From an optimization exercise on the open Yosys and OpenROAD flow, aimed at small area; shortcuts taken in it are not production practice.
Only simulation tests tie the RTL to the original design; equivalence was not proved.
No activity file was given, so power comes from the tool's default toggle rates.

export LEC_CHECK = 0
export CAP_MARGIN = 20
export CORE_MARGIN = 2
export CORE_UTILIZATION = 65
export SLEW_MARGIN = 20
create_clock -name core_clock -period 6.5 [get_ports {clk}]
standard.sh (not shown) runs the stock make flow with config.mk's settings and CLKGATE_MAP_FILE= SYNTH_SCRIPT=/design/flow/synth_recipe.tcl, a recipe that flattens the netlist after the stock synthesis.
==> flow/flow/run.sh <==
#!/bin/bash
# Layout flow: the standard ORFS flow (standard.sh) with these changes in
# how the layout is made:
#  * after the standard synthesis, its combinational logic is re-mapped by
#    ABC with an area script (flow/remap.ys); registers are untouched;
#  * port buffers use the smallest buffer cell (buf_1);
#  * clock tree: small clock buffers, small sink clusters, no dummy loads.
# Each tool writes its full output to a log of its own in this folder
# (flow_*.log) and ORFS's step logs stay under orfs/logs/.
set -euo pipefail
export BUFFER_PORTS_ARGS="-buffer_cell sky130_fd_sc_hd__buf_1"
export CTS_ARGS="-sink_clustering_enable -repair_clock_nets -sink_clustering_size 11 -sink_clustering_max_diameter 35 -buf_list sky130_fd_sc_hd__clkbuf_4 -dont_use_dummy_load"
YOSYS=${YOSYS_EXE:-$FLOW_HOME/../tools/install/yosys/bin/yosys}
LIB=$FLOW_HOME/platforms/$FLOW_PLATFORM/lib/sky130_fd_sc_hd__tt_025C_1v80.lib
R=orfs/results/$FLOW_PLATFORM/procesador_multiciclo/base

bash ./standard.sh synth > flow_synth.log 2>&1
cp $R/1_2_yosys.v flow_std_netlist.v
SEQ=$(grep -oE "sky130_fd_sc_hd__(df|edf|sdf|dl|conb)[a-z0-9_]+" flow_std_netlist.v | sort -u | tr '\n' ' ')
sed -e "s#LIBFILE#$LIB#g" -e "s#NETIN#flow_std_netlist.v#" -e "s#NETOUT#flow_remap_netlist.v#" \
    -e "s#TOPNAME#$FLOW_TOP#" -e "s#^flatten#blackbox $SEQ\nflatten#" flow/remap.ys > flow_remap.ys
$YOSYS -s flow_remap.ys > flow_remap.log 2>&1
cp flow_remap_netlist.v $R/1_2_yosys.v
rm -f $R/1_synth.odb $R/1_synth.sdc
bash ./standard.sh synth > flow_synth_odb.log 2>&1
bash ./standard.sh finish > flow_standard.log 2>&1
Other scripts of this flow, unchanged in this note and not shown: flow/flow/remap.ys
Edit:
--- a/flow/design.v
+++ b/flow/design.v
@@ -8,15 +8,15 @@
    localparam logic [2:0] S_CLR    = 3'b110;
    localparam logic [2:0] S_HALT   = 3'b111;
-   localparam logic [3:0] C_ADD  = 4'd13;
-   localparam logic [3:0] C_SUB  = 4'd12;
-   localparam logic [3:0] C_AND  = 4'd5;
-   localparam logic [3:0] C_OR   = 4'd7;
-   localparam logic [3:0] C_SLT  = 4'd9;
-   localparam logic [3:0] C_ADDI = 4'd14;
-   localparam logic [3:0] C_LW   = 4'd15;
-   localparam logic [3:0] C_SW   = 4'd4;
-   localparam logic [3:0] C_BEQ  = 4'd3;
-   localparam logic [3:0] C_J    = 4'd6;
-   localparam logic [3:0] C_ILL  = 4'd1;
+   localparam logic [3:0] C_ADD  = 4'd0;
+   localparam logic [3:0] C_SUB  = 4'd1;
+   localparam logic [3:0] C_AND  = 4'd2;
+   localparam logic [3:0] C_OR   = 4'd3;
+   localparam logic [3:0] C_SLT  = 4'd4;
+   localparam logic [3:0] C_ADDI = 4'd5;
+   localparam logic [3:0] C_LW   = 4'd6;
+   localparam logic [3:0] C_SW   = 4'd7;
+   localparam logic [3:0] C_BEQ  = 4'd8;
+   localparam logic [3:0] C_J    = 4'd9;
+   localparam logic [3:0] C_ILL  = 4'd10;
    localparam logic [5:0] OP_RTYPE = 6'h00;
    localparam logic [5:0] OP_ADDI  = 6'h08;
Result: The changed run went through all stages and came out clean. Flip-flop and latch count stays the same. Register-to-register slack gains 0.71 ns. Synthesized cell count went up by 1.9%. Sequential share of layout area went down by 0.42 points. Clock skew went up by 0.033 ns. Routed wire length went down by 1.4%. Clock power stays flat. First-iteration DRC count went up by 3.8%. Clock-buffer cell count went up by 1. Global-route usage went down by 0.17 points. Synthesized area stays flat. Design area went up by 0.49%.

static timing again, ports no longer ideal:
The flow's constraints put no driver on any port. The routed layouts listed below were extracted and timed again, unchanged, in two steps.
Step 1 assumes that a clkbuf_16 drives the clock port and a buf_2 every other input.
Step 2 also shifts input and output timing later by t, the mid clock arrival at the registers, as if the neighbouring blocks saw the same clock.
Slacks: ideal ports / drivers / drivers and shift; pairs: ideal ports / drivers.
run | t (ns) | setup slack, ns | hold slack, ns | worst setup path at the end | clock arrival spread, ns
the first run | 0.835 | 1.914 / 1.914 / 1.914 | 0.284 / 0.284 / 0.284 | register to register | 0.076 / 0.076
the second run | 0.834 | 2.502 / 2.449 / 2.622 | 0.277 / 0.277 / 0.277 | register to register | 0.113 / 0.112
After both steps setup and hold are still met in every run listed.
